Background: an optimization exercise with open tools, aiming at small area, a short achievable clock period and few clock cycles. Do not read the settings as production practice. Function was checked by simulation only, so behaviour that the tests miss may differ from the original. Power is estimated from default activity; no workload was simulated.

`design/flow/config.mk`:
```
export PLATFORM = sky130hd
export DESIGN_NAME = tcp_reno_congestion_window_top
export DESIGN_NICKNAME = tcp_reno_congestion_window_top
export VERILOG_FILES = /design/flow/design.v
export SDC_FILE = /design/flow/constraint.sdc
export NUM_CORES = 4
export LEC_CHECK = 0
export CAP_MARGIN = 20
export CORE_MARGIN = 2
export CORE_UTILIZATION = 40
export SLEW_MARGIN = 20
```
`design/flow/constraint.sdc`:
```
create_clock -name core_clock -period 8.5 [get_ports {clk}]
set_input_delay 1.7000 -clock core_clock [delete_from_list [all_inputs] [get_ports {clk}]]
set_output_delay 1.7000 -clock core_clock [all_outputs]
set_load 0.01 [all_outputs]
```
`design/flow/design.v`:
```
package tcprc_pkg;
  localparam logic [31:0] ONE_Q        = 32'h0001_0000;
  localparam logic [31:0] RESET_WINDOW = 32'h0004_0000;
  localparam logic [31:0] RESET_THRESH = 32'h0040_0000;
  localparam logic [31:0] MIN_THRESH   = 32'h0002_0000;
  localparam logic [31:0] FR_FLOOR     = 32'h0004_0000;
  localparam logic [31:0] FR_INFLATE   = 32'h0003_0000;
  localparam logic [7:0]  DUP_TRIGGER  = 8'd3;
  localparam logic [7:0]  DUP_MAX      = 8'd255;
  localparam logic [1:0] PH_SLOW_START    = 2'd0;
  localparam logic [1:0] PH_CONG_AVOID    = 2'd1;
  localparam logic [1:0] PH_FAST_RECOVERY = 2'd2;
endpackage
module tcprc_recip (
  input  logic [5:0]  n,
  output logic [22:0] q
);
  logic [63:0] hit;
  always_comb begin
    for (int i = 0; i < 64; i++) hit[i] = (n == 6'(i));
  end
  assign q[0] = hit[3] | hit[5] | hit[9] | hit[10] | hit[11] | hit[12] | hit[13] | hit[14] | hit[15] | hit[17] | hit[19] | hit[23] | hit[25] | hit[27] | hit[29] | hit[33] | hit[34] | hit[37] | hit[44] | hit[48] | hit[49] | hit[51] | hit[54] | hit[55] | hit[57] | hit[58] | hit[62];
  assign q[1] = hit[5] | hit[6] | hit[7] | hit[17] | hit[22] | hit[24] | hit[27] | hit[29] | hit[31] | hit[34] | hit[37] | hit[40] | hit[41] | hit[47] | hit[50] | hit[55] | hit[56] | hit[59] | hit[61];
  assign q[2] = hit[3] | hit[11] | hit[12] | hit[17] | hit[20] | hit[25] | hit[28] | hit[34] | hit[36] | hit[38] | hit[40] | hit[41] | hit[43] | hit[48] | hit[50] | hit[51] | hit[52] | hit[53] | hit[54] | hit[55] | hit[57] | hit[59] | hit[60];
  assign q[3] = hit[6] | hit[10] | hit[14] | hit[17] | hit[18] | hit[19] | hit[20] | hit[24] | hit[25] | hit[26] | hit[27] | hit[30] | hit[36] | hit[37] | hit[38] | hit[41] | hit[42] | hit[49] | hit[50] | hit[52] | hit[54] | hit[57] | hit[58];
  assign q[4] = hit[3] | hit[5] | hit[7] | hit[9] | hit[10] | hit[12] | hit[13] | hit[15] | hit[18] | hit[19] | hit[21] | hit[25] | hit[26] | hit[27] | hit[29] | hit[35] | hit[36] | hit[38] | hit[39] | hit[41] | hit[42] | hit[43] | hit[44] | hit[45] | hit[46] | hit[47] | hit[48] | hit[49] | hit[50] | hit[53] | hit[54] | hit[56] | hit[57] | hit[59] | hit[61] | hit[63];
  assign q[5] = hit[5] | hit[6] | hit[9] | hit[13] | hit[18] | hit[19] | hit[21] | hit[22] | hit[23] | hit[24] | hit[25] | hit[27] | hit[28] | hit[37] | hit[38] | hit[40] | hit[41] | hit[43] | hit[45] | hit[47] | hit[49] | hit[52] | hit[54] | hit[55] | hit[57] | hit[58] | hit[61] | hit[62];
  assign q[6] = hit[3] | hit[9] | hit[11] | hit[12] | hit[14] | hit[19] | hit[20] | hit[26] | hit[27] | hit[29] | hit[31] | hit[33] | hit[35] | hit[37] | hit[40] | hit[43] | hit[44] | hit[47] | hit[48] | hit[52] | hit[53] | hit[57] | hit[58] | hit[59] | hit[60];
  assign q[7] = hit[6] | hit[7] | hit[10] | hit[13] | hit[20] | hit[22] | hit[24] | hit[26] | hit[29] | hit[30] | hit[33] | hit[34] | hit[37] | hit[38] | hit[39] | hit[43] | hit[44] | hit[45] | hit[46] | hit[52] | hit[53] | hit[54] | hit[55] | hit[56];
  assign q[8] = hit[3] | hit[5] | hit[10] | hit[11] | hit[12] | hit[13] | hit[15] | hit[17] | hit[19] | hit[22] | hit[23] | hit[26] | hit[27] | hit[28] | hit[33] | hit[34] | hit[35] | hit[36] | hit[43] | hit[44] | hit[45] | hit[46] | hit[47] | hit[48] | hit[49] | hit[50] | hit[51];
  assign q[9] = hit[5] | hit[6] | hit[11] | hit[13] | hit[14] | hit[17] | hit[18] | hit[22] | hit[23] | hit[24] | hit[25] | hit[33] | hit[34] | hit[35] | hit[36] | hit[37] | hit[38] | hit[39] | hit[40] | hit[41] | hit[42];
  assign q[10] = hit[3] | hit[7] | hit[9] | hit[11] | hit[12] | hit[17] | hit[18] | hit[19] | hit[20] | hit[21] | hit[33] | hit[34] | hit[35] | hit[36] | hit[37] | hit[38] | hit[39] | hit[40] | hit[41] | hit[42] | hit[43] | hit[44] | hit[45] | hit[46] | hit[47] | hit[48] | hit[49] | hit[50] | hit[51] | hit[52] | hit[53] | hit[54] | hit[55] | hit[56] | hit[57] | hit[58] | hit[59] | hit[60] | hit[61] | hit[62] | hit[63];
  assign q[11] = hit[6] | hit[9] | hit[10] | hit[17] | hit[18] | hit[19] | hit[20] | hit[21] | hit[22] | hit[23] | hit[24] | hit[25] | hit[26] | hit[27] | hit[28] | hit[29] | hit[30] | hit[31] | hit[32];
  assign q[12] = hit[3] | hit[5] | hit[9] | hit[10] | hit[11] | hit[12] | hit[13] | hit[14] | hit[15] | hit[16];
  assign q[13] = hit[5] | hit[6] | hit[7] | hit[8];
  assign q[14] = hit[3] | hit[4];
  assign q[15] = hit[2];
  assign q[16] = hit[0] | hit[1];
  assign q[17] = hit[3] | hit[5] | hit[9] | hit[11] | hit[13] | hit[15] | hit[17] | hit[19] | hit[23] | hit[25] | hit[27] | hit[29] | hit[33] | hit[37] | hit[49] | hit[51] | hit[55] | hit[57];
  assign q[18] = hit[7] | hit[9] | hit[10] | hit[13] | hit[14] | hit[25] | hit[27] | hit[31] | hit[33] | hit[34] | hit[41] | hit[47] | hit[49] | hit[54] | hit[55] | hit[57] | hit[58] | hit[59] | hit[61] | hit[62];
  assign q[19] = hit[6] | hit[9] | hit[10] | hit[12] | hit[19] | hit[22] | hit[27] | hit[33] | hit[43] | hit[44] | hit[49] | hit[50] | hit[53] | hit[55] | hit[58] | hit[59] | hit[61];
  assign q[20] = hit[11] | hit[23] | hit[25] | hit[29] | hit[33] | hit[37] | hit[38] | hit[53] | hit[55] | hit[57] | hit[59];
  assign q[21] = hit[18] | hit[20] | hit[21] | hit[22] | hit[24] | hit[26] | hit[28] | hit[29] | hit[30] | hit[33] | hit[34] | hit[35] | hit[36] | hit[38] | hit[39] | hit[40] | hit[41] | hit[42] | hit[44] | hit[45] | hit[47] | hit[48] | hit[49] | hit[52] | hit[53] | hit[55] | hit[56] | hit[58] | hit[60] | hit[61] | hit[63];
  assign q[22] = hit[46] | hit[50] | hit[54] | hit[57] | hit[58] | hit[59];
endmodule
module tcprc_div (
  input  logic        mul,     
  input  logic [16:0] a,       
  input  logic [16:0] q,       
  input  logic [16:0] dv,      
  output logic [16:0] a_nxt,
  output logic [16:0] q_nxt
);
  logic [17:0] opa;
  logic [18:0] opb;
  logic [18:0] sum;
  assign opa = mul ? {a, 1'b0} : {a, q[16]};
  assign opb = mul ? {2'b00, q[16] ? dv : 17'd0} : ~{2'b00, dv};
  assign sum = {1'b0, opa} + opb + {18'd0, !mul};
  always_comb begin
    q_nxt = {q[15:0], !mul && !sum[18]};
    if (mul || !sum[18]) a_nxt = sum[16:0];
    else                 a_nxt = opa[16:0];
  end
endmodule
import tcprc_pkg::*;
module tcp_reno_congestion_window_top (
  input  logic              clk,
  input  logic              rst_n,
  input  logic              cfg_wr_en,
  input  logic [47:0]       cfg_wr_data,    
  input  logic              in_tvalid,
  output logic              in_tready,
  input  logic [31:0]       in_tdata,       
  input  logic [0:0]        in_tuser,       
  output logic              out_tvalid,
  input  logic              out_tready,
  output logic [87:0]       out_tdata       
);
  localparam logic [15:0] NF = 16'd61;    
  localparam logic [3:0] B_SEG = 4'd0, B_D1 = 4'd1, B_D2 = 4'd2, B_GX = 4'd3,
                         B_DEC = 4'd4, B_MK = 4'd5, B_MUL = 4'd6, B_ADD = 4'd7,
                         B_UPD = 4'd8;
  localparam logic [2:0] U_IDLE = 3'd0, U_A = 3'd1, U_B = 3'd2, U_C1 = 3'd3, U_C2 = 3'd4;
  logic [15:0] wn_r, wf_r;
  logic [31:0] thr_r, base_r;
  logic [7:0]  dup_r;
  logic [1:0]  phase_r;
  logic        fin_r, rtx_r, ov_r;
  logic [37:0] xhi_r;       
  logic        xlz_r;       
  logic        busy_r;
  logic [3:0]  bs_r;
  logic [32:0] km1_r;       
  logic        cv_r;        
  logic [2:0]  us_r;
  logic [5:0]  remm1_r;     
  logic [16:0] d_r;         
  logic [16:0] a_r;         
  logic [16:0] q_r;         
  logic [16:0] ex_r;        
  logic [1:0]  cx_r;        
  logic [4:0]  cnt_r;
  logic [32:0] ku_x, ku_y;
  logic        ku_cin;
  logic [33:0] ku_sum;
  logic        ku_ones, ku_ge;
  assign ku_sum  = {1'b0, ku_x} + {1'b0, ~ku_y} + {33'd0, ku_cin};
  assign ku_ones = &ku_sum[32:0];
  assign ku_ge   = ku_sum[33] | ku_ones;
  logic        accept, acc_busy;
  logic [32:0] ack_p1;
  logic        final_hit, is_new, is_dup;
  logic [7:0]  dup_inc;
  logic [31:0] thr_h;
  assign in_tready  = !busy_r && (!ov_r || out_tready);
  assign accept     = in_tvalid && in_tready;
  assign out_tvalid = ov_r;
  assign out_tdata  = {4'b0000, fin_r, rtx_r, base_r, phase_r, thr_r, wn_r};
  assign final_hit = {7'd0, in_tdata, xlz_r} >= {xhi_r, 1'b1};
  assign ack_p1    = {1'b0, in_tdata} + 33'd1;
  assign is_new    = ku_sum[33];
  assign is_dup    = ku_ones;
  assign acc_busy  = accept && !fin_r && !in_tuser[0] && !final_hit && is_new;
  assign dup_inc   = (dup_r == DUP_MAX) ? dup_r : dup_r + 8'd1;
  assign thr_h     = (wn_r[15:2] == 14'd0) ? MIN_THRESH : {1'b0, wn_r, wf_r[15:1]};
  logic [16:0] ss_m;        
  logic [16:0] ssm_n;
  logic [15:0] ss_needm1;   
  assign ssm_n     = {1'b0, thr_h[31:16]} + {16'd0, thr_h[15:0] != 16'd0};
  assign ss_needm1 = ss_m[15:0] + ~wn_r;
  logic [15:0] tn, tf;
  logic        t_fast;
  always_comb begin
    unique case (phase_r)
      PH_SLOW_START: begin
        tn = ss_m[15:0];
        tf = 16'd0;
      end
      PH_FAST_RECOVERY: begin
        tn = (thr_r[31:18] == 14'd0) ? 16'd4 : thr_r[31:16];
        tf = (thr_r[31:18] == 14'd0) ? 16'd0 : thr_r[15:0];
      end
      default: begin
        tn = wn_r;
        tf = wf_r;
      end
    endcase
  end
  assign t_fast = (tn != 16'd0) && (tn <= NF);
  logic [5:0]  rom_a_r, rom_a_n;
  logic [22:0] rom_q;
  logic [16:0] rom_d;
  logic [5:0]  rom_rm;
  tcprc_recip u_recip (.n(rom_a_r), .q(rom_q));
  assign rom_d  = rom_q[16:0];
  assign rom_rm = rom_q[22:17];
  logic [16:0] ch_g, ch_e;
  logic        ch_plus, ch_minus;
  assign ch_g     = ex_r + (cx_r[0] ? q_r : (cx_r[1] ? ~q_r : 17'd0)) + {16'd0, cx_r[1]};
  assign ch_e     = {1'b0, ch_g[15:0]} - {11'd0, rom_rm};
  assign ch_plus  = ch_e[16];
  assign ch_minus = !ch_e[16] && ({1'b0, ch_e[15:0]} >= rom_d);
  logic        s_mul;
  logic [16:0] s_dv, s_a, s_q;
  tcprc_div u_div (
    .mul   (s_mul),
    .a     (a_r),
    .q     (q_r),
    .dv    (s_dv),
    .a_nxt (s_a),
    .q_nxt (s_q)
  );
  logic        in_fast, fast_ok;
  logic [15:0] kd;
  logic [15:0] wa_a, wa_b;
  logic [15:0] wa_sum;
  logic [15:0] wf_b;
  logic        wf_cin;
  logic [16:0] wf_sum;
  assign in_fast = (wn_r != 16'd0) && (wn_r <= NF);
  assign fast_ok = cv_r && in_fast;
  assign kd      = km1_r[5:0] * d_r[15:0] + d_r[15:0];
  assign wa_a    = (!busy_r && phase_r != PH_FAST_RECOVERY) ? thr_h[31:16] : wn_r;
  assign wa_b    = (busy_r && phase_r == PH_SLOW_START) ? km1_r[15:0] :
                   ((!busy_r && phase_r != PH_FAST_RECOVERY) ? 16'd2 : 16'd0);
  assign wa_sum  = wa_a + wa_b + 16'd1;
  assign wf_sum  = {1'b0, wf_r} + {1'b0, wf_b} + {16'd0, wf_cin};
  logic [15:0] wn_n, wf_n;
  logic [31:0] thr_n, base_n;
  logic [7:0]  dup_n;
  logic [1:0]  phase_n;
  logic        fin_n, rtx_n, busy_n;
  logic [3:0]  bs_n;
  logic [32:0] km1_n;
  logic        cv_n;
  logic [2:0]  us_n;
  logic [5:0]  remm1_n;
  logic [16:0] d_n, a_n, q_n, ex_n;
  logic [1:0]  cx_n;
  logic [4:0]  cnt_n;
  logic        t_chg;       
  logic        thr_ld;      
  logic        fast_use;    
  logic        done;
  always_comb begin
    wn_n    = wn_r;
    wf_n    = wf_r;
    thr_n   = thr_r;
    base_n  = base_r;
    dup_n   = dup_r;
    phase_n = phase_r;
    fin_n   = fin_r;
    rtx_n   = rtx_r;
    busy_n  = busy_r;
    bs_n    = bs_r;
    km1_n   = (busy_r && (bs_r == B_D1 || bs_r == B_D2 || bs_r == B_GX || bs_r == B_DEC ||
                          (bs_r == B_SEG && phase_r == PH_CONG_AVOID && wn_r != 16'hFFFF && !fast_ok)))
              ? km1_r : ku_sum[32:0];
    cv_n    = cv_r;
    us_n    = us_r;
    remm1_n = remm1_r;
    rom_a_n = rom_a_r;
    d_n     = d_r;
    a_n     = a_r;
    q_n     = q_r;
    ex_n    = ex_r;
    cx_n    = cx_r;
    cnt_n   = cnt_r;
    t_chg   = 1'b0;
    thr_ld  = 1'b0;
    fast_use = 1'b0;
    done    = 1'b0;
    s_mul   = 1'b0;
    s_dv    = d_r;
    ku_x    = km1_r;
    ku_y    = 33'd0;
    ku_cin  = 1'b0;
    wf_b    = kd;
    wf_cin  = 1'b0;
    if (!busy_r) begin
      ku_x   = {1'b0, in_tdata};
      ku_y   = {1'b0, base_r};
      ku_cin = 1'b1;
    end
    if (accept) begin
      rtx_n = 1'b0;
      if (fin_r) begin
      end else if (in_tuser[0]) begin
        thr_n   = thr_h;
        thr_ld  = 1'b1;
        wn_n    = 16'd1;
        wf_n    = 16'd0;
        dup_n   = '0;
        phase_n = PH_SLOW_START;
        rtx_n   = 1'b1;
        t_chg   = 1'b1;
      end else if (final_hit) begin
        fin_n = 1'b1;
      end else if (is_new) begin
        dup_n  = '0;
        base_n = ack_p1[31:0];
        busy_n = 1'b1;
        bs_n   = B_SEG;
      end else if (is_dup) begin
        dup_n = dup_inc;
        if (phase_r == PH_FAST_RECOVERY) begin
          if (wn_r == 16'hFFFF) wf_n = 16'hFFFF;
          else wn_n = wa_sum;
        end else if (dup_inc == DUP_TRIGGER) begin
          thr_n   = thr_h;
          thr_ld  = 1'b1;
          wn_n    = wa_sum;
          wf_n    = thr_h[15:0];
          phase_n = PH_FAST_RECOVERY;
          rtx_n   = 1'b1;
          t_chg   = 1'b1;
        end
      end
    end
    if (busy_r) begin
      unique case (bs_r)
        B_SEG: begin
          unique case (phase_r)
            PH_FAST_RECOVERY: begin
              {wn_n, wf_n} = (thr_r[31:18] == 14'd0) ? FR_FLOOR : thr_r;
              phase_n = PH_CONG_AVOID;
              done    = ku_ones;
            end
            PH_SLOW_START: begin
              ku_y = {17'd0, ss_needm1};
              if (ku_ge) begin
                if (ss_m[16]) begin
                  wn_n = 16'hFFFF;
                  wf_n = 16'hFFFF;
                end else begin
                  wn_n = ss_m[15:0];
                end
                phase_n = PH_CONG_AVOID;
                done    = ku_ones;
              end else begin
                wn_n = wa_sum;
                done = 1'b1;
              end
            end
            default: begin
              ku_y = {27'd0, remm1_r};
              if (wn_r == 16'hFFFF) begin
                wf_b   = km1_r[15:0];
                wf_cin = 1'b1;
                wf_n   = (km1_r[32:16] != 17'd0 || wf_sum[16]) ? 16'hFFFF : wf_sum[15:0];
                t_chg  = 1'b1;
                done   = 1'b1;
              end else if (fast_ok) begin
                fast_use = 1'b1;
                if (ku_ge) begin
                  wn_n    = wa_sum;
                  wf_n    = a_r[15:0];
                  remm1_n = wn_r[5:0] + {{5{cx_r[1]}}, cx_r[1] | cx_r[0]};
                  rom_a_n = rom_a_r + 6'd1;
                  d_n     = q_r;
                  a_n     = ch_g;
                  ex_n    = ch_e;
                  q_n     = rom_d;
                  cx_n    = {ch_minus, ch_plus};
                  done    = ku_ones;
                end else begin
                  wf_n    = wf_sum[15:0];
                  remm1_n = remm1_r + ~km1_r[5:0];
                  done    = 1'b1;
                end
              end else if (!in_fast) begin
                a_n   = '0;
                q_n   = 17'h10000;
                cnt_n = 5'd16;
                bs_n  = B_D1;
              end
            end
          endcase
        end
        B_D1: begin
          s_dv  = {1'b0, (wn_r == 16'd0) ? 16'd1 : wn_r};
          a_n   = s_a;
          q_n   = s_q;
          cnt_n = cnt_r - 5'd1;
          if (cnt_r == 5'd0) begin
            d_n   = s_q;
            a_n   = '0;
            q_n   = {1'b0, ~wf_r};
            cnt_n = 5'd16;
            bs_n  = B_D2;
          end
        end
        B_D2: begin
          a_n   = s_a;
          q_n   = s_q;
          cnt_n = cnt_r - 5'd1;
          if (cnt_r == 5'd0) bs_n = B_GX;
        end
        B_GX: begin
          ku_x = {16'd0, d_r};
          ku_y = {16'd0, a_r};
          a_n  = ku_sum[16:0];
          bs_n = B_DEC;
        end
        B_DEC: begin
          ku_y = {16'd0, q_r};
          bs_n = ku_ge ? B_UPD : B_MK;
        end
        B_UPD: begin
          ku_y  = {16'd0, q_r};
          wn_n  = wa_sum;
          wf_n  = a_r[15:0];
          t_chg = 1'b1;
          bs_n  = B_SEG;
          done  = ku_ones;
        end
        B_MK: begin
          ku_y   = '1;
          ku_cin = 1'b1;
          a_n    = '0;
          q_n    = ku_sum[16:0];
          cnt_n  = 5'd16;
          bs_n   = B_MUL;
        end
        B_MUL: begin
          s_mul = 1'b1;
          a_n   = s_a;
          q_n   = s_q;
          cnt_n = cnt_r - 5'd1;
          if (cnt_r == 5'd0) bs_n = B_ADD;
        end
        B_ADD: begin
          wf_b  = a_r[15:0];
          wf_n  = wf_sum[15:0];
          t_chg = 1'b1;
          done  = 1'b1;
        end
        default: ;
      endcase
    end
    if (done) begin
      busy_n = 1'b0;
      bs_n   = B_SEG;
    end
    if (t_chg) begin
      cv_n    = 1'b0;
      us_n    = U_A;
      rom_a_n = in_tuser[0] ? ssm_n[5:0] : ((thr_h[31:18] == 14'd0) ? 6'd4 : thr_h[21:16]);
    end else if (!fast_use && !(busy_r && bs_r != B_SEG)) begin
      unique case (us_r)
        U_IDLE: begin
          if (!cv_r) rom_a_n = tn[5:0];
          if (!cv_r && t_fast) us_n = U_A;
        end
        U_A: begin
          d_n  = rom_d;
          cx_n = '0;
          if (!t_fast) begin
            us_n = U_IDLE;
          end else if (tf == 16'd0) begin
            ex_n = '0;
            q_n  = '0;
            us_n = U_C1;
          end else begin
            a_n   = {7'd0, tf[15:6]};
            q_n   = {tf[5:0], 11'd0};
            cnt_n = 5'd5;
            us_n  = U_B;
          end
        end
        U_B: begin
          a_n   = s_a;
          q_n   = s_q;
          cnt_n = cnt_r - 5'd1;
          if (cnt_r == 5'd0) begin
            ex_n = s_a;
            us_n = U_C1;
          end
        end
        U_C1: begin
          remm1_n = tn[5:0] + ~q_r[5:0];
          rom_a_n = rom_a_r + 6'd1;
          ex_n    = ch_e;
          cx_n    = {ch_minus, ch_plus};
          q_n     = rom_d;
          us_n    = U_C2;
        end
        default: begin  
          remm1_n = remm1_r + {{5{cx_r[1]}}, cx_r[1] | cx_r[0]};
          rom_a_n = rom_a_r + 6'd1;
          d_n  = q_r;
          a_n  = ch_g;
          ex_n = ch_e;
          q_n  = rom_d;
          cx_n = {ch_minus, ch_plus};
          cv_n = 1'b1;
          us_n = U_IDLE;
        end
      endcase
    end
  end
  always_ff @(posedge clk) begin
    if (!rst_n) begin
      wn_r    <= 16'd4;
      wf_r    <= 16'd0;
      thr_r   <= RESET_THRESH;
      ss_m    <= 17'd64;
      dup_r   <= '0;
      base_r  <= 32'd1;
      phase_r <= PH_SLOW_START;
      fin_r   <= 1'b0;
      rtx_r   <= 1'b0;
      ov_r    <= 1'b0;
      xhi_r   <= '0;
      xlz_r   <= 1'b1;
      busy_r  <= 1'b0;
      bs_r    <= B_SEG;
      cv_r    <= 1'b0;
      us_r    <= U_IDLE;
    end else begin
      wn_r    <= wn_n;
      wf_r    <= wf_n;
      thr_r   <= thr_n;
      if (thr_ld) ss_m <= ssm_n;
      dup_r   <= dup_n;
      base_r  <= base_n;
      phase_r <= phase_n;
      fin_r   <= fin_n;
      rtx_r   <= rtx_n;
      ov_r    <= accept ? !acc_busy : (done ? 1'b1 : (ov_r && !out_tready));
      busy_r  <= busy_n;
      bs_r    <= bs_n;
      cv_r    <= cv_n;
      us_r    <= us_n;
      if (cfg_wr_en) begin
        xhi_r <= cfg_wr_data[47:10];
        xlz_r <= cfg_wr_data[9:0] == 10'd0;
      end
    end
    km1_r   <= km1_n;
    remm1_r <= remm1_n;
    rom_a_r <= rom_a_n;
    d_r     <= d_n;
    a_r     <= a_n;
    q_r     <= q_n;
    ex_r    <= ex_n;
    cx_r    <= cx_n;
    cnt_r   <= cnt_n;
  end
endmodule
```
`design/flow/run.sh`:
```
#!/bin/bash
# synth_recipe.tcl (not shown) runs the flow's synth.tcl, then flattens the netlist and writes it again
# the make line also repeats each setting of config.mk as NAME=value (left out here)
make -C /OpenROAD-flow-scripts/flow DESIGN_CONFIG=/design/flow/config.mk WORK_HOME=/design/flow/orfs CLKGATE_MAP_FILE= SYNTH_SCRIPT=/design/flow/synth_recipe.tcl finish
```
==> metrics.md, run 1 <==
| Metric | Value |
|---|---|
| Slew Limit Fails | `0` |
| Post-Route WL | `173 mm` |
| WS Path Type | `reg2reg` |
| WL per Instance | `roughly 30 um` |
| Lkg Pwr | `about 15 nW` |
| Status | `complete, no violations` |
| DRT iter0 DRCs | `between 4k and 5k` |
| CTS max path bufs | `3` |
| Most used cell, CP | `o21ai_0` |
| RD Place Congestion | `~1.1` |
| Min-delay worst type | `reg2reg` |
| Setup WS post-layout | `0.276 ns` |
| Part of the power in registers | `between 10 and 15%` |
| CP startpoint kind | `flop` |
| DPL Wire Length | `133 mm` |
| Clk sink count | `292` |
| Root Driver | `clkbuf_16` |
| HP Start | `rtx_r` |
| Global-route wire length before repair | `roughly 250 mm` |
| Post-DR vias/cell | `approximately 6.6` |
| Yosys warning count | `3` |
| GRT overflow | `0` |
| Pre-CTS setup slack | `0.404 ns` |
| Ranking of synthesized cells by area | `dfxtp_1, ha_1, a21oi_1, nor2_1, nand2_1` |
| Critical path's slowest cell | `or4_4` |
| Hold slack | `around 0.45 ns` |
| Skew final | `~0.024 ns` |
| Buffers plus inverters on the worst setup path | `5` |
| DRC viols | `0` |
| Antenna violations before repair | `5` |
| Synth area leader | `dfxtp_1` |
| Die Ht | `289 um` |
| Final count of hold timing violations | `0` |
| Cell Int Power | `roughly 6.7 mW` |
| Worst Tran Pin Value | `approximately 1.2 ns` |
| Final worst-path cycle share | `between 90% and 100%` |
| CTS tree | `built` |
| Fraction of layout cells with a size suffix above 1 | `approximately 7.8%` |
| Area delta synth->final | `14.8%` |
| Iteration count of the initial detailed-routing pass | `6` |
| Unique masters post-synth | `roughly 110` |
| Minimum clock period | `slightly above 8 ns` |
| Number of synthesized flops with an enable pin | `33` |
| H-tree Lvls | `2` |
| Maximum fanout along the worst path | `16` |
| Final setup violation count | `0` |
| FF-to-FF Start | `wn_r[0]` |
| Total GRT Usage | `around 40%` |
| Mapped Cells | `approximately 4.6k` |
| Logic pwr share | `roughly three quarters` |
| Clock group share of total power | `between 10% and 20%` |
| Total power | `about 16 mW` |
| CP Launch Point | `wn_r[0]` |
| Core footprint | `80500 sq um` |
| Yosys reg bits | `~290` |
| Detail Route Antenna Nets | `0` |
| Final Util | `~46%` |
| Top FF cell, synth | `dfxtp_1` |
| Clock latency at the later pin of the worst-skew pair | `approximately 0.6 ns` |
| Crit path required time | `~9 ns` |
| Die ar. | `about 84000 sq um` |
| CP peak stage delay | `between 0.7 and 0.8 ns` |
| Sw Pwr | `9.21 mW` |
| FF-to-FF setup slack | `around 0.28 ns` |
| Setup TNS | `0 ns` |
| Power Dens Cells | `427 nW/um^2` |
| Unrepaired setup endpoints after global routing | `no` |
| Filler cell count in the final layout | `slightly above 8k` |
| Max Cap Violations | `0` |
| Switching share of total power | `57.8%` |
| Post-CTS Setup Inserts | `0` |
| Synthesized area | `between 30000 and 40000 sq um` |
| Register area share after synthesis | `a little under a fifth` |
| IO Port Bufs | `170` |
| Vias in the first global route | `roughly 36k` |
| Clock-pin slew on the worst setup and hold paths | `0.07 ns` |
| Crit-path leading delay family | `compound AO/OA/AOI/OAI gates` |
| # rows | `approximately 100` |
| Worst rel slew slack | `between 10% and 20%` |
| Via count | `38.5k` |
| CTS buffer count | `41` |
| Pin count of the biggest net entering global routing | `65` |
| Post-synth top area share | `approximately 16%` |
| Fmax | `0.122 GHz` |
| IO Pins | `between 150 and 200` |
| Crit path DAT | `8.73 ns` |
| Async set-reset flop share out of synthesis | `0%` |
| Initial Util | `40.4%` |
| Die W | `289 um` |
| NumNets Final | `a little over 5k` |
| Syn avg cell area | `between 7 and 8 sq um` |
| Peak supply drop | `around 0.00053 V` |
| Setup crit end kind | `flop` |
sequential cells by signal, summed over array words and instances, names as in the netlist, 6 cells and up:
name and count:
thr_r 31, wn_r 16, d_r 17, rom_a_r 6
a_r 17, ss_m 16, xhi_r 38, base_r 32
wf_r 16, km1_r 33, ex_r 17, q_r 17
remm1_r 6, dup_r 8
tightest hold or removal path, cell delays in order (launching register included):
cell and delay, ns:
dfxtp_1 0.31, nand2_1 0.05, a21oi_1 0.05
power by group through the flow:
stage / Combinational, mW / Sequential (mW) / Clock (mW)
detailed placement: 11.4 / 2.18 / 0
global placement: 11.4 / 2.19 / 0
global route: 12.5 / 2.19 / 1.90
CTS: 11.4 / 2.16 / 1.86
floorplan: 6.71 / 1.93 / 0
finish: 11.9 / 2.20 / 1.85
path summary, 6_finish.rpt:
check                           endpoint  cells past startpoint
worst max-delay path             q_r[10]                     33
worst min-delay path               rtx_r                      2
worst max register to register   q_r[10]                     33
worst min register to register     rtx_r                      2
Yosys cell counts (60+ instances only):
cell	count
nor3_1	100
xor2_1	60
dfxtp_1	259
clkbuf_1	260
xnor2_1	124
a21o_1	65
a21oi_1	438
a31oi_1	67
nand2_1	506
o22ai_1	86
mux2i_1	94
a22oi_1	100
nand3_1	117
ha_1	213
nor2_1	535
inv_1	238
o21ai_0	350
fa_1	72
a211oi_1	99
layout make-up:
cell class	instances	area (sq um)	area share [%]
inverters	245	922	2.47
multi-input cells	3744	24200	64.8
clock buffers	57	1190	3.17
diodes	6	15.0	0.0402
flip-flops and latches	292	6180	16.5
well taps	1060	1330	3.55
clock inverters	18	206	0.552
repair buffers	374	3310	8.87
placed cells by master (no fill, tap or decap), drive strengths merged, types with 117 or more instances in the layout:
cell type / synthesis / final
inv: 239 / 243
dfxtp: 259 / 259
a21oi: 442 / 442
o21ai: 378 / 378
nor2: 538 / 538
buf: 71 / 205
clkdlybuf4s50: 0 / 169
ha: 213 / 213
nand2: 510 / 510
nand3: 117 / 117
xnor2: 124 / 124
logic make-up after synthesis:
kind of cell / after synthesis / synth area share (%)
AOI/OAI and AO/OA: 1614 / 31.9
and+or+nand+nor: 1557 / 21.4
buffers and inverters: 576 / 7.02
DFF: 292 / 19.0
adders and majority gates: 286 / 12.6
xor gates and xnor gates: 185 / 5.00
muxes: 97 / 2.99
other: 1 / 0.0115
per-layer routing:
layer | GRT usage [%] | vias up | part of all wire, % | wire length, um
met4 | 25.7 | 2 | 7.6 | 13200
li1 | - | 16900 | - | -
met2 | 62.7 | 2599 | 43 | 74700
met3 | 11.7 | 668 | 12 | 20600
met1 | 49.2 | 18300 | 37 | 64800
met5 | 0 | - | 0.0063 | 11
stage by stage:
stage	cell area (sq um)	std cells
CTS	37300	5789
finish	37400	5796
detailed placement	35900	5714
global route	37400	5790
global placement	35900	5714
floorplan	32600	4612
repair_timing:
item | 4_1_cts | 5_1_grt
hold buffers | 0 | 0
resized for setup | 0 | 5
setup endpoints to repair | 0 | 51
Testbench counts, summed over its fixed seeds: cycles 26,646.
==> run 2: changes to the inputs <==
--- a/design/flow/design.v
+++ b/design/flow/design.v
@@ -83,3 +83,3 @@
                          B_UPD = 4'd8;
-  localparam logic [2:0] U_IDLE = 3'd0, U_A = 3'd1, U_B = 3'd2, U_C1 = 3'd3, U_C2 = 3'd4;
+  localparam logic [1:0] U_IDLE = 2'd0, U_B = 2'd1, U_C1 = 2'd2, U_C2 = 2'd3;
   logic [15:0] wn_r, wf_r;
@@ -95,3 +95,3 @@
   logic        cv_r;        
-  logic [2:0]  us_r;
+  logic [1:0]  us_r;
   logic [5:0]  remm1_r;     
@@ -106,6 +106,6 @@
   logic [33:0] ku_sum;
-  logic        ku_ones, ku_ge;
+  logic        ku_eq, ku_ge;
   assign ku_sum  = {1'b0, ku_x} + {1'b0, ~ku_y} + {33'd0, ku_cin};
-  assign ku_ones = &ku_sum[32:0];
-  assign ku_ge   = ku_sum[33] | ku_ones;
+  assign ku_eq   = ku_x == ku_y;
+  assign ku_ge   = ku_sum[33] | ku_eq;
   logic        accept, acc_busy;
@@ -122,3 +122,3 @@
   assign is_new    = ku_sum[33];
-  assign is_dup    = ku_ones;
+  assign is_dup    = ack_p1[31:0] == base_r;
   assign acc_busy  = accept && !fin_r && !in_tuser[0] && !final_hit && is_new;
@@ -129,4 +129,4 @@
   logic [15:0] ss_needm1;   
+  logic [15:0] ssn_n;
   assign ssm_n     = {1'b0, thr_h[31:16]} + {16'd0, thr_h[15:0] != 16'd0};
-  assign ss_needm1 = ss_m[15:0] + ~wn_r;
   logic [15:0] tn, tf;
@@ -196,3 +196,6 @@
   logic        cv_n;
-  logic [2:0]  us_n;
+  logic [1:0]  us_n;
+  logic [15:0] st_tn, st_tf;
+  logic        st_ok;
+  logic        chg_to, chg_tr;    
   logic [5:0]  remm1_n;
@@ -230,3 +233,6 @@
     t_chg   = 1'b0;
+    chg_to  = 1'b0;
+    chg_tr  = 1'b0;
     thr_ld  = 1'b0;
+    ssn_n   = ss_needm1;
     fast_use = 1'b0;
@@ -251,2 +257,3 @@
         thr_ld  = 1'b1;
+        ssn_n   = thr_h[31:16] + {15'h7FFF, thr_h[15:0] != 16'd0};
         wn_n    = 16'd1;
@@ -257,2 +264,3 @@
         t_chg   = 1'b1;
+        chg_to  = 1'b1;
       end else if (final_hit) begin
@@ -277,2 +285,3 @@
           t_chg   = 1'b1;
+          chg_tr  = 1'b1;
         end
@@ -287,3 +296,3 @@
               phase_n = PH_CONG_AVOID;
-              done    = ku_ones;
+              done    = ku_eq;
             end
@@ -299,6 +308,7 @@
                 phase_n = PH_CONG_AVOID;
-                done    = ku_ones;
+                done    = ku_eq;
               end else begin
-                wn_n = wa_sum;
-                done = 1'b1;
+                wn_n  = wa_sum;
+                ssn_n = ss_needm1 + ~km1_r[15:0];
+                done  = 1'b1;
               end
@@ -325,3 +335,3 @@
                   cx_n    = {ch_minus, ch_plus};
-                  done    = ku_ones;
+                  done    = ku_eq;
                 end else begin
@@ -375,3 +385,3 @@
           bs_n  = B_SEG;
-          done  = ku_ones;
+          done  = ku_eq;
         end
@@ -406,28 +416,42 @@
     if (t_chg) begin
-      cv_n    = 1'b0;
-      us_n    = U_A;
-      rom_a_n = in_tuser[0] ? ssm_n[5:0] : ((thr_h[31:18] == 14'd0) ? 6'd4 : thr_h[21:16]);
-    end else if (!fast_use && !(busy_r && bs_r != B_SEG)) begin
+      cv_n = 1'b0;
+      us_n = U_IDLE;
+      if (chg_to) begin
+        st_tn = ssm_n[15:0];
+        st_tf = 16'd0;
+        st_ok = !ssm_n[16];
+      end else begin
+        st_tn = (thr_h[31:18] == 14'd0) ? 16'd4 : thr_h[31:16];
+        st_tf = (thr_h[31:18] == 14'd0) ? 16'd0 : thr_h[15:0];
+        st_ok = chg_tr;
+      end
+    end else begin
+      st_tn = tn;
+      st_tf = tf;
+      st_ok = !cv_r && us_r == U_IDLE && !fast_use && !(busy_r && bs_r != B_SEG);
+    end
+    st_ok = st_ok && (st_tn != 16'd0) && (st_tn <= NF);
+    if (st_ok) begin
+      rom_a_n = st_tn[5:0];
+      cx_n    = '0;
+      if (st_tf == 16'd0) begin
+        ex_n = '0;
+        q_n  = '0;
+        us_n = U_C1;
+      end else if (st_tn[15:4] == 12'd0) begin
+        a_n   = {5'd0, st_tf[15:4]};
+        q_n   = {st_tf[3:0], 13'd0};
+        cnt_n = 5'd3;
+        us_n  = U_B;
+      end else begin
+        a_n   = {7'd0, st_tf[15:6]};
+        q_n   = {st_tf[5:0], 11'd0};
+        cnt_n = 5'd5;
+        us_n  = U_B;
+      end
+    end else if (!t_chg && !fast_use && !(busy_r && bs_r != B_SEG)) begin
       unique case (us_r)
-        U_IDLE: begin
-          if (!cv_r) rom_a_n = tn[5:0];
-          if (!cv_r && t_fast) us_n = U_A;
-        end
-        U_A: begin
-          d_n  = rom_d;
-          cx_n = '0;
-          if (!t_fast) begin
-            us_n = U_IDLE;
-          end else if (tf == 16'd0) begin
-            ex_n = '0;
-            q_n  = '0;
-            us_n = U_C1;
-          end else begin
-            a_n   = {7'd0, tf[15:6]};
-            q_n   = {tf[5:0], 11'd0};
-            cnt_n = 5'd5;
-            us_n  = U_B;
-          end
-        end
+        U_IDLE: ;
         U_B: begin
+          s_dv  = rom_d;
           a_n   = s_a;
@@ -468,2 +492,3 @@
       ss_m    <= 17'd64;
+      ss_needm1 <= 16'd59;
       dup_r   <= '0;
@@ -485,2 +510,3 @@
       if (thr_ld) ss_m <= ssm_n;
+      ss_needm1 <= ssn_n;
       dup_r   <= dup_n;
--- a/design/flow/config.mk
+++ b/design/flow/config.mk
@@ -8,4 +8,6 @@
 export CAP_MARGIN = 20
+export CELL_PAD_IN_SITES_DETAIL_PLACEMENT = 1
 export CORE_MARGIN = 2
-export CORE_UTILIZATION = 40
+export CORE_UTILIZATION = 35
+export SETUP_SLACK_MARGIN = 2.5
 export SLEW_MARGIN = 20
==> metrics.md, run 2 <==
| Metric | Value |
|---|---|
| Status | `complete, no violations (unchanged)` |
| Wire length on met3 | `25.5 mm (was 20.6 mm)` |
| DRC viols | `0 (unchanged)` |
| WS Path Type | `reg2reg (unchanged)` |
| Global-route wire length before repair | `270 mm (was 251 mm)` |
| Register area share after synthesis | `19.4% (was 19.0%)` |
| RD Place Congestion | `1.08 (was 1.07)` |
| Pre-CTS setup slack | `-0.419 ns (was 0.404 ns)` |
| Power Dens Cells | `424 nW/um^2 (was 427 nW/um^2)` |
| Clk sink count | `307 (was 292)` |
| Core footprint | `94900 sq um (was 80500 sq um)` |
| Fmax | `0.128 GHz (was 0.122 GHz)` |
| WL per Instance | `30.2 um (was 29.9 um)` |
| Pin count of the biggest net entering global routing | `92 (was 65)` |
| Met2 WL post-DR | `78.3 mm (was 74.7 mm)` |
| Setup TNS | `0 ns (unchanged)` |
| IO Pins | `176 (unchanged)` |
| Placed Area | `38200 sq um (was 35900 sq um)` |
| Highest Signal Layer | `met5 (unchanged)` |
| Unrepaired setup endpoints after global routing | `yes (was no)` |
| Clock latency at the later pin of the worst-skew pair | `0.64 ns (was 0.60 ns)` |
| H-tree Lvls | `2 (unchanged)` |
| Die W | `313 um (was 289 um)` |
| Hold slack | `0.485 ns (was 0.455 ns)` |
| GRT overflow | `0 (unchanged)` |
| Lkg Pwr | `17.0 nW (was 14.8 nW)` |
| Setup WS post-layout | `0.712 ns (was 0.276 ns)` |
| Skew final | `0.0583 ns (was 0.0244 ns)` |
| Die ar. | `98100 sq um (was 83700 sq um)` |
| Slew Limit Fails | `0 (unchanged)` |
| Via count | `41.8k (was 38.5k)` |
| Synth area leader | `dfxtp_1 (unchanged)` |
| Maximum fanout along the worst path | `21 (was 16)` |
| Critical path's slowest cell | `or4_4 (unchanged)` |
| Final setup violation count | `0 (unchanged)` |
| Commonest cells in the netlist | `nor2_1, nand2_1, a21oi_1, clkbuf_1, dfxtp_1 (was nor2_1, nand2_1, a21oi_1, o21ai_0, clkbuf_1)` |
| Syn avg cell area | `7.27 sq um (was 7.06 sq um)` |
| Clock-pin slew on the worst setup and hold paths | `0.06 ns (was 0.07 ns)` |
| Biggest register | `xhi_r (unchanged)` |
| CTS tree | `built (unchanged)` |
| Setup crit end kind | `flop (unchanged)` |
| Worst Tran Pin Value | `1.28 ns (was 1.19 ns)` |
| CTS buffer count | `42 (was 41)` |
| Async set-reset flop share out of synthesis | `0% (unchanged)` |
| CTS max path bufs | `3 (unchanged)` |
| Filler cell count in the final layout | `11.5k (was 8319)` |
| Yosys reg bits | `307 (was 292)` |
| Minimum clock period | `7.79 ns (was 8.22 ns)` |
| Post-DR vias/cell | `6.65 (was 6.64)` |
| Detail Route Antenna Nets | `0 (unchanged)` |
| Fraction of layout cells with a size suffix above 1 | `20.9% (was 7.76%)` |
| Final instance area | `43400 sq um (was 37400 sq um)` |
| CP startpoint kind | `flop (unchanged)` |
| Root Driver | `clkbuf_16 (unchanged)` |
| IO Port Bufs | `170 (unchanged)` |
| Most frequent cells in the layout | `nor2_1, nand2_1, buf_4 (was nor2_1, nand2_1, a21oi_1)` |
| Ranking of synthesized cells by area | `dfxtp_1, ha_1, a21oi_1, nor2_1, nand2_1 (unchanged)` |
| Antenna violations before repair | `15 (was 5)` |
| NumNets Final | `5363 (was 5069)` |
| # rows | `113 (was 104)` |
| CP peak stage delay | `0.55 ns (was 0.78 ns)` |
| Peak supply drop | `0.000263 V (was 0.000526 V)` |
| Die Ht | `313 um (was 289 um)` |
| Min-delay worst type | `reg2reg (unchanged)` |
| DPL Wire Length | `132 mm (was 133 mm)` |
| DRT iter0 DRCs | `5895 (was 4839)` |
| Final Util | `45.8% (was 46.4%)` |
| Crit path required time | `8.97 ns (was 9.01 ns)` |
| Max Cap Violations | `0 (unchanged)` |
| Total GRT Usage | `36.3% (was 40.5%)` |
| Synthesized area | `33500 sq um (was 32500 sq um)` |
| Top-count cell post-synth | `nor2_1 (unchanged)` |
| Metal-1 WL | `69.9 mm (was 64.8 mm)` |
| Post-Route WL | `190 mm (was 173 mm)` |
| Crit path DAT | `8.25 ns (was 8.73 ns)` |
| Worst rel slew slack | `14.5% (was 20.0%)` |
| Post-synth top area share | `16.4% (was 15.9%)` |
| Iteration count of the initial detailed-routing pass | `7 (was 6)` |
| Unique masters post-synth | `97 (was 106)` |
| Yosys warning count | `3 (unchanged)` |
| Initial Util | `35.3% (was 40.4%)` |
| Commonest non-fill, non-tap cell in the layout | `nor2_1 (unchanged)` |
| Max FFs per register | `38 (unchanged)` |
| Final worst-path cycle share | `91.6% (was 96.8%)` |
| Vias in the first global route | `40.9k (was 36.2k)` |
| Final count of hold timing violations | `0 (unchanged)` |
| Top FF cell, synth | `dfxtp_1 (unchanged)` |
| Mapped Cells | `4601 (was 4608)` |
| Top flop regs | `xhi_r (38), km1_r (33), base_r (32) (unchanged)` |
| Area delta synth->final | `29.7% (was 14.8%)` |
| Number of synthesized flops with an enable pin | `33 (unchanged)` |
-- run 2: cell types whose count changed in the layout (fill, tap and decap cells not counted), sizes merged, moves of 25 or more --
cell,change
a21oi,-25
a22oi,-35
buf,+331
clkdlybuf4s50,-33
inv,-29
mux2,+31
mux2i,+51
nand2,-60
o21ai,-92
xnor2,+26
-- run 2: final cells by class --
| cell class | count | area [sq um] | area share [%] |
|---|---|---|---|
| diodes | 8 | 20.0 | 0.0461 |
| clock buffers | 53 | 1150 | 2.66 |
| clock inverters | 23 | 300 | 0.692 |
| inverters | 216 | 818 | 1.89 |
| multi-input cells | 3732 | 27000 | 62.1 |
| flip-flops and latches | 307 | 6510 | 15.0 |
| well taps | 1265 | 1580 | 3.65 |
| repair buffers | 690 | 6050 | 13.9 |
-- run 2: repair_timing --
item                                    4_1_cts  5_1_grt
endpoints found under the setup margin      116      127
hold buffers                                  0        0
resized for setup                           441      195
gates cloned                                  4        2
setup buffers                               122       62
pin swaps                                   134       81
-- run 2: per-layer routing --
| layer | up-vias | track usage [%] |
|---|---|---|
| met5 | - | 0 |
| met4 | 14 | 24.7 |
| met3 | 944 | 12.3 |
| met2 | 3122 | 53.6 |
| met1 | 20200 | 44.4 |
| li1 | 17500 | - |
-- run 2: kinds of logic (layout without fill, tap and decap cells) --
group	Yosys count	after routing	share of synthesized area, %
AO/OA/AOI/OAI	1462	1465	28.4
XOR/XNOR	220	220	5.84
adder cells (fa/ha/maj)	288	288	12.4
buffers and inverters	570	982	6.66
flip-flops	307	307	19.4
multiplexers	179	179	5.48
other	1	13	0.0112
AND/OR/NAND/NOR	1574	1575	21.8
-- run 2: worst paths after layout --
path | startpoint | to | slack, ns | depth (start not counted)
max | bs_r[3] | a_r[1] | 0.71 | 34
min | rtx_r | rtx_r | 0.49 | 2
max reg2reg | bs_r[3] | a_r[1] | 0.71 | 34
min reg2reg | rtx_r | rtx_r | 0.49 | 2
-- run 2: power by group --
part	switching (mW)	total, mW	internal (mW)
clock	0.814	1.99	1.17
combinational	8.40	13.9	5.50
sequential	0.677	2.51	1.83
-- run 2: worst max-delay path: cells and delay by family, from the launching register on --
kind / cells / cell delay (ns)
buf+inv: 6 / 1.00
fa+ha+maj: 2 / 0.76
flops: 1 / 0.41
compound gates: 14 / 3.22
simple gates: 10 / 1.79
mux: 2 / 0.40
-- run 2: per-stage QoR --
stage / cells / power [mW]
after detailed placement: 6018 / 13.4
after global routing: 6287 / 18.9
after floorplan: 4605 / 9.10
final: 6294 / 18.4
after CTS: 6220 / 16.8
after global placement: 6018 / 13.1
Testbench counts of run 2, summed over its fixed seeds: cycles 25,326.
==> run 3: changes to the inputs <==
--- a/design/flow/design.v
+++ b/design/flow/design.v
@@ -110,16 +110,25 @@
   assign ku_ge   = ku_sum[33] | ku_eq;
-  logic        accept, acc_busy;
-  logic [32:0] ack_p1;
-  logic        final_hit, is_new, is_dup;
+  logic        rv_r, r_act_r, r_fin_r;
+  logic [31:0] r_ackp1_r;   
+  logic [32:0] r_km1_r;     
+  logic        take, take_new, cap, seg_act;
+  logic [31:0] in_ackp1;
+  logic [31:0] base_eff;
+  logic [32:0] in_diff;
+  logic        in_final;
+  logic [32:0] km1_cur;
   logic [7:0]  dup_inc;
   logic [31:0] thr_h;
-  assign in_tready  = !busy_r && (!ov_r || out_tready);
-  assign accept     = in_tvalid && in_tready;
+  assign take       = rv_r && !busy_r && (!ov_r || out_tready);
+  assign take_new   = take && !fin_r && !r_act_r && !r_fin_r && !r_km1_r[32];
+  assign seg_act    = busy_r || take_new;
+  assign in_tready  = !rv_r || take;
+  assign cap        = in_tvalid && in_tready;
   assign out_tvalid = ov_r;
   assign out_tdata  = {4'b0000, fin_r, rtx_r, base_r, phase_r, thr_r, wn_r};
-  assign final_hit = {7'd0, in_tdata, xlz_r} >= {xhi_r, 1'b1};
-  assign ack_p1    = {1'b0, in_tdata} + 33'd1;
-  assign is_new    = ku_sum[33];
-  assign is_dup    = ack_p1[31:0] == base_r;
-  assign acc_busy  = accept && !fin_r && !in_tuser[0] && !final_hit && is_new;
+  assign in_ackp1  = in_tdata + 32'd1;
+  assign base_eff  = take_new ? r_ackp1_r : base_r;
+  assign in_diff   = {1'b0, in_tdata} - {1'b0, base_eff};
+  assign in_final  = {7'd0, in_tdata, xlz_r} >= {xhi_r, 1'b1};
+  assign km1_cur   = busy_r ? km1_r : r_km1_r;
   assign dup_inc   = (dup_r == DUP_MAX) ? dup_r : dup_r + 8'd1;
@@ -182,6 +191,6 @@
   assign fast_ok = cv_r && in_fast;
-  assign kd      = km1_r[5:0] * d_r[15:0] + d_r[15:0];
-  assign wa_a    = (!busy_r && phase_r != PH_FAST_RECOVERY) ? thr_h[31:16] : wn_r;
-  assign wa_b    = (busy_r && phase_r == PH_SLOW_START) ? km1_r[15:0] :
-                   ((!busy_r && phase_r != PH_FAST_RECOVERY) ? 16'd2 : 16'd0);
+  assign kd      = km1_cur[5:0] * d_r[15:0] + d_r[15:0];
+  assign wa_a    = (!seg_act && phase_r != PH_FAST_RECOVERY) ? thr_h[31:16] : wn_r;
+  assign wa_b    = (seg_act && phase_r == PH_SLOW_START) ? km1_cur[15:0] :
+                   ((!seg_act && phase_r != PH_FAST_RECOVERY) ? 16'd2 : 16'd0);
   assign wa_sum  = wa_a + wa_b + 16'd1;
@@ -219,5 +228,5 @@
     bs_n    = bs_r;
-    km1_n   = (busy_r && (bs_r == B_D1 || bs_r == B_D2 || bs_r == B_GX || bs_r == B_DEC ||
-                          (bs_r == B_SEG && phase_r == PH_CONG_AVOID && wn_r != 16'hFFFF && !fast_ok)))
-              ? km1_r : ku_sum[32:0];
+    km1_n   = ((busy_r && (bs_r == B_D1 || bs_r == B_D2 || bs_r == B_GX || bs_r == B_DEC)) ||
+               (seg_act && bs_r == B_SEG && phase_r == PH_CONG_AVOID && wn_r != 16'hFFFF && !fast_ok))
+              ? km1_cur : ku_sum[32:0];
     cv_n    = cv_r;
@@ -241,3 +250,3 @@
     s_dv    = d_r;
-    ku_x    = km1_r;
+    ku_x    = km1_cur;
     ku_y    = 33'd0;
@@ -246,11 +255,6 @@
     wf_cin  = 1'b0;
-    if (!busy_r) begin
-      ku_x   = {1'b0, in_tdata};
-      ku_y   = {1'b0, base_r};
-      ku_cin = 1'b1;
-    end
-    if (accept) begin
+    if (take) begin
       rtx_n = 1'b0;
       if (fin_r) begin
-      end else if (in_tuser[0]) begin
+      end else if (r_act_r) begin
         thr_n   = thr_h;
@@ -265,10 +269,9 @@
         chg_to  = 1'b1;
-      end else if (final_hit) begin
+      end else if (r_fin_r) begin
         fin_n = 1'b1;
-      end else if (is_new) begin
+      end else if (!r_km1_r[32]) begin
         dup_n  = '0;
-        base_n = ack_p1[31:0];
+        base_n = r_ackp1_r;
         busy_n = 1'b1;
-        bs_n   = B_SEG;
-      end else if (is_dup) begin
+      end else if (&r_km1_r) begin
         dup_n = dup_inc;
@@ -289,3 +292,3 @@
     end
-    if (busy_r) begin
+    if (seg_act) begin
       unique case (bs_r)
@@ -311,3 +314,3 @@
                 wn_n  = wa_sum;
-                ssn_n = ss_needm1 + ~km1_r[15:0];
+                ssn_n = ss_needm1 + ~km1_cur[15:0];
                 done  = 1'b1;
@@ -318,5 +321,5 @@
               if (wn_r == 16'hFFFF) begin
-                wf_b   = km1_r[15:0];
+                wf_b   = km1_cur[15:0];
                 wf_cin = 1'b1;
-                wf_n   = (km1_r[32:16] != 17'd0 || wf_sum[16]) ? 16'hFFFF : wf_sum[15:0];
+                wf_n   = (km1_cur[32:16] != 17'd0 || wf_sum[16]) ? 16'hFFFF : wf_sum[15:0];
                 t_chg  = 1'b1;
@@ -338,3 +341,3 @@
                   wf_n    = wf_sum[15:0];
-                  remm1_n = remm1_r + ~km1_r[5:0];
+                  remm1_n = remm1_r + ~km1_cur[5:0];
                   done    = 1'b1;
@@ -502,2 +505,3 @@
       busy_r  <= 1'b0;
+      rv_r    <= 1'b0;
       bs_r    <= B_SEG;
@@ -516,4 +520,5 @@
       rtx_r   <= rtx_n;
-      ov_r    <= accept ? !acc_busy : (done ? 1'b1 : (ov_r && !out_tready));
+      ov_r    <= (take && !take_new) || done || (ov_r && !out_tready);
       busy_r  <= busy_n;
+      rv_r    <= cap || (rv_r && !take);
       bs_r    <= bs_n;
@@ -527,2 +532,8 @@
     km1_r   <= km1_n;
+    if (cap) begin
+      r_ackp1_r <= in_ackp1;
+      r_act_r <= in_tuser[0];
+      r_km1_r <= in_diff;
+      r_fin_r <= in_final;
+    end
     remm1_r <= remm1_n;
--- a/design/flow/config.mk
+++ b/design/flow/config.mk
@@ -8,6 +8,4 @@
 export CAP_MARGIN = 20
-export CELL_PAD_IN_SITES_DETAIL_PLACEMENT = 1
 export CORE_MARGIN = 2
-export CORE_UTILIZATION = 35
-export SETUP_SLACK_MARGIN = 2.5
+export CORE_UTILIZATION = 40
 export SLEW_MARGIN = 20
==> metrics.md, run 3 <==
| Metric | Value |
|---|---|
| Status | `complete, no violations (unchanged)` |
| Setup crit end kind | `flop (unchanged)` |
| Top-count cell post-synth | `nand2_1 (was nor2_1)` |
| Detail Route Antenna Nets | `0 (unchanged)` |
| Unrepaired setup endpoints after global routing | `no (was yes)` |
| FF-to-FF Start | `busy_r (was bs_r[3])` |
| Post-synth top area share | `16.7% (was 16.4%)` |
| Synthesized area | `36800 sq um (was 33500 sq um)` |
| Power Dens Cells | `311 nW/um^2 (was 424 nW/um^2)` |
| Die W | `308 um (was 313 um)` |
| Post-DR vias/cell | `6.50 (was 6.65)` |
| Lkg Pwr | `17.0 nW (about the same)` |
| Final Util | `46.1% (was 45.8%)` |
| Top flop regs | `xhi_r (38), km1_r (33), r_km1_r (33) (was xhi_r (38), km1_r (33), base_r (32))` |
| CP Launch Point | `out_tready (was bs_r[3])` |
| Footprint of the multi-input gates | `26700 sq um (was 27000 sq um)` |
| Skew final | `0.0461 ns (was 0.0583 ns)` |
| Post-CTS Setup Inserts | `0 (was 122)` |
| Worst rel slew slack | `19.3% (was 14.5%)` |
| Maximum fanout along the worst path | `10 (was 21)` |
| Placed Area | `40500 sq um (was 38200 sq um)` |
| Commonest non-fill, non-tap cell in the layout | `nand2_1 (was nor2_1)` |
| WL per Instance | `27.9 um (was 30.2 um)` |
| # resized after CTS | `0 (was 441)` |
| Max FFs per register | `38 (unchanged)` |
| CP peak stage delay | `0.53 ns (was 0.55 ns)` |
| Most used cell, CP | `o21ai_0` |
| Post-Route WL | `174 mm (was 190 mm)` |
| Hold slack | `0.471 ns (was 0.485 ns)` |
| Core footprint | `91500 sq um (was 94900 sq um)` |
| Die Ht | `308 um (was 313 um)` |
| Dpl cells | `6125 (was 6018)` |
| Final instance area | `42200 sq um (was 43400 sq um)` |
| Pin count of the biggest net entering global routing | `62 (was 92)` |
| Top FF cell, synth | `dfxtp_1 (unchanged)` |
| Ranking of synthesized cells by area | `dfxtp_1, ha_1, nand2_1, edfxtp_1, a21oi_1 (was dfxtp_1, ha_1, a21oi_1, nor2_1, nand2_1)` |
| Vias in the first global route | `38.2k (was 40.9k)` |
| NumNets Final | `5398 (was 5363)` |
| Area delta synth->final | `14.5% (was 29.7%)` |
| WS Path Type | `in2reg (was reg2reg)` |
| GRT overflow | `0 (unchanged)` |
| Fraction of layout cells with a size suffix above 1 | `8.37% (was 20.9%)` |
| Synth area leader | `dfxtp_1 (unchanged)` |
| H-tree Lvls | `2 (unchanged)` |
| Hold EP | `ex_r[0] (was rtx_r)` |
| CP startpoint kind | `input port (was flop)` |
| Max Cap Violations | `0 (unchanged)` |
| CTS max path bufs | `3 (unchanged)` |
| RR Endpoint | `wf_r[12] (was a_r[1])` |
| Critical path's slowest cell | `nand3_1 (was or4_4)` |
| Global-route wire length before repair | `253 mm (was 270 mm)` |
| Iteration count of the initial detailed-routing pass | `9 (was 7)` |
| Mapped Cells | `4863 (was 4601)` |
| Hold Path Stages | `1 (was 2)` |
| Clock latency at the later pin of the worst-skew pair | `0.66 ns (was 0.64 ns)` |
| Yosys reg bits | `375 (was 307)` |
| Slew Limit Fails | `0 (unchanged)` |
| Setup TNS | `0 ns (unchanged)` |
| Syn avg cell area | `7.58 sq um (was 7.27 sq um)` |
| Yosys warning count | `3 (unchanged)` |
| Clk sink count | `375 (was 307)` |
| Crit path DAT | `8.22 ns (was 8.25 ns)` |
| Fmax | `0.130 GHz (was 0.128 GHz)` |
| CTS Hold Buffers Added | `0 (unchanged)` |
| HP Start | `ex_r[0] (was rtx_r)` |
| Minimum clock period | `7.71 ns (was 7.79 ns)` |
| CTS tree | `built (unchanged)` |
| Number of synthesized flops with an enable pin | `67 (was 33)` |
| Register area share after synthesis | `22.2% (was 19.4%)` |
| Clock-pin slew on the worst setup and hold paths | `0.06 ns (about the same)` |
| Peak supply drop | `0.000179 V (was 0.000263 V)` |
| Antenna violations before repair | `4 (was 15)` |
| Commonest cells in the netlist | `nand2_1, nor2_1, a21oi_1, dfxtp_1, o21ai_0 (was nor2_1, nand2_1, a21oi_1, clkbuf_1, dfxtp_1)` |
| Reg2Reg Depth | `30 (was 34)` |
| Unique masters post-synth | `111 (was 97)` |
| Initial Util | `40.3% (was 35.3%)` |
| DRT iter0 DRCs | `4965 (was 5895)` |
| # rows | `111 (was 113)` |
| Die ar. | `94600 sq um (was 98100 sq um)` |
| Worst Tran Pin Value | `1.20 ns (was 1.28 ns)` |
| DPL Wire Length | `134 mm (was 132 mm)` |
| Filler cell count in the final layout | `9195 (was 11.5k)` |
| IO Pins | `176 (unchanged)` |
| Storage cell area | `8180 sq um (was 6510 sq um)` |
| Root Driver | `clkbuf_16 (unchanged)` |
| RD Place Congestion | `1.08 (about the same)` |
| Total GRT Usage | `35.6% (was 36.3%)` |
| IO Port Bufs | `170 (unchanged)` |
| Biggest register | `xhi_r (unchanged)` |
| Crit path required time | `9.01 ns (was 8.97 ns)` |
| Via count | `40.4k (was 41.8k)` |
| Async set-reset flop share out of synthesis | `0% (unchanged)` |
| Min-delay worst type | `reg2reg (unchanged)` |
| Final setup violation count | `0 (unchanged)` |
| Final worst-path cycle share | `90.8% (was 91.6%)` |
| FF-to-FF setup slack | `0.82 ns (was 0.71 ns)` |
| CTS buffer count | `49 (was 42)` |
| DRC viols | `0 (unchanged)` |
| Final count of hold timing violations | `0 (unchanged)` |
| Most frequent cells in the layout | `nand2_1, nor2_1, a21oi_1 (was nor2_1, nand2_1, buf_4)` |
| Fin cells | `6217 (was 6294)` |
[run 3: changes by cell type after synthesis, sizes merged, moves of 27 or more]
| cell | change |
|---|---|
| nand2 | +119 |
| clkbuf | -60 |
| nor2 | -38 |
| dfxtp | +34 |
| edfxtp | +34 |
| a21oi | -33 |
| ha | +32 |
| a211oi | -31 |
| buf | +27 |
| o22ai | -27 |
[run 3: how the worst max path moves through the flow]
stage               end  slack [ns]  depth (start not counted)
3_3_place_gp     a_r[4]        0.40                         25
5_1_grt         wf_r[9]        0.21                         31
2_1_floorplan  wf_r[12]        1.27                         29
4_1_cts        wf_r[12]        0.92                         27
3_5_place_dp     a_r[1]        0.33                         26
6_report         a_r[1]        0.79                         26
[run 3: per-layer routing]
metal,global-route usage (%),vias up,routed length [um]
li1,-,18100,-
met3,10.4,656,20400
met2,53.6,2568,72900
met1,44.4,19100,66900
met4,22.9,8,13400
met5,0,-,48
[run 3: cell type report]
class | count | area share (%)
repair buffers | 394 | 8.02
multi-input cells | 3951 | 63.2
inverters | 220 | 1.96
clock inverters | 14 | 0.480
diodes | 1 | 0.00593
flip-flops and latches | 375 | 19.4
clock buffers | 76 | 3.43
well taps | 1186 | 3.52
[run 3: cells by family (layout without fill, tap and decap cells)]
| logic type | after synthesis | count (layout) | share of synthesized area (%) |
|---|---|---|---|
| AOI/OAI and AO/OA | 1527 | 1527 | 27.8 |
| xor gates and xnor gates | 235 | 235 | 5.59 |
| adders and majority gates | 321 | 321 | 12.4 |
| buffers and inverters | 541 | 704 | 5.72 |
| DFF | 375 | 375 | 22.2 |
| muxes | 193 | 193 | 5.36 |
| other | 1 | 6 | 0.0102 |
| and+or+nand+nor | 1670 | 1670 | 21.0 |
[run 3: metrics by stage]
stage,setup WS (ns),power (mW)
2_1_floorplan,1.27,7.71
3_3_place_gp,0.395,10.6
3_5_place_dp,0.325,10.6
4_1_cts,0.919,12.8
5_1_grt,0.209,13.8
6_report,0.786,13.1
[run 3: worst max-delay path: cells and delay by family]
family          cells  cell delay (ns)
buf+inv             4             1.09
simple gates        6             1.98
fa+ha+maj           2             0.61
mux                 2             0.51
compound gates     12             2.31
[run 3: where the power goes]
| group | internal [mW] | switching [mW] |
|---|---|---|
| clock | 1.24 | 0.919 |
| sequential | 2.13 | 0.568 |
| combinational | 2.97 | 5.31 |
| total | 6.34 | 6.80 |
Testbench counts of run 3, summed over its fixed seeds: cycles 21,567.

==> port drivers added, routing unchanged <==
How much do the figures lean on ideal ports? The routed layouts below were timed once more, with nothing changed but the port constraints.
Step 1, drivers: a clkbuf_16 drives clk and a buf_2 each remaining input, both assumed.
Step 2 adds t to the input delays and takes it off the output delays; t is the mean of the earliest and latest rising clock arrival at the registers after step 1. Input paths then give back, and output paths get back, about the clock's delay inside the block.
a / b / c = ideal / step 1 / step 2; a / b = the first two.
run | t, ns | setup WS [ns] | clock arrival spread, ns | cell pins on the clock port's net
run 1 | 0.661 | 0.276 / 0.276 / 0.276 | 0.025 / 0.025 | 1
run 2 | 0.686 | 0.712 / 0.712 / 0.174 | 0.059 / 0.059 | 1
run 3 | 0.706 | 0.786 / 0.818 / 0.126 | 0.046 / 0.046 | 1
After both steps every run listed still meets setup and hold. For run 3, which loses most, drivers alone change the setup slack by +0.032 ns; drivers and shift together by -0.660 ns.
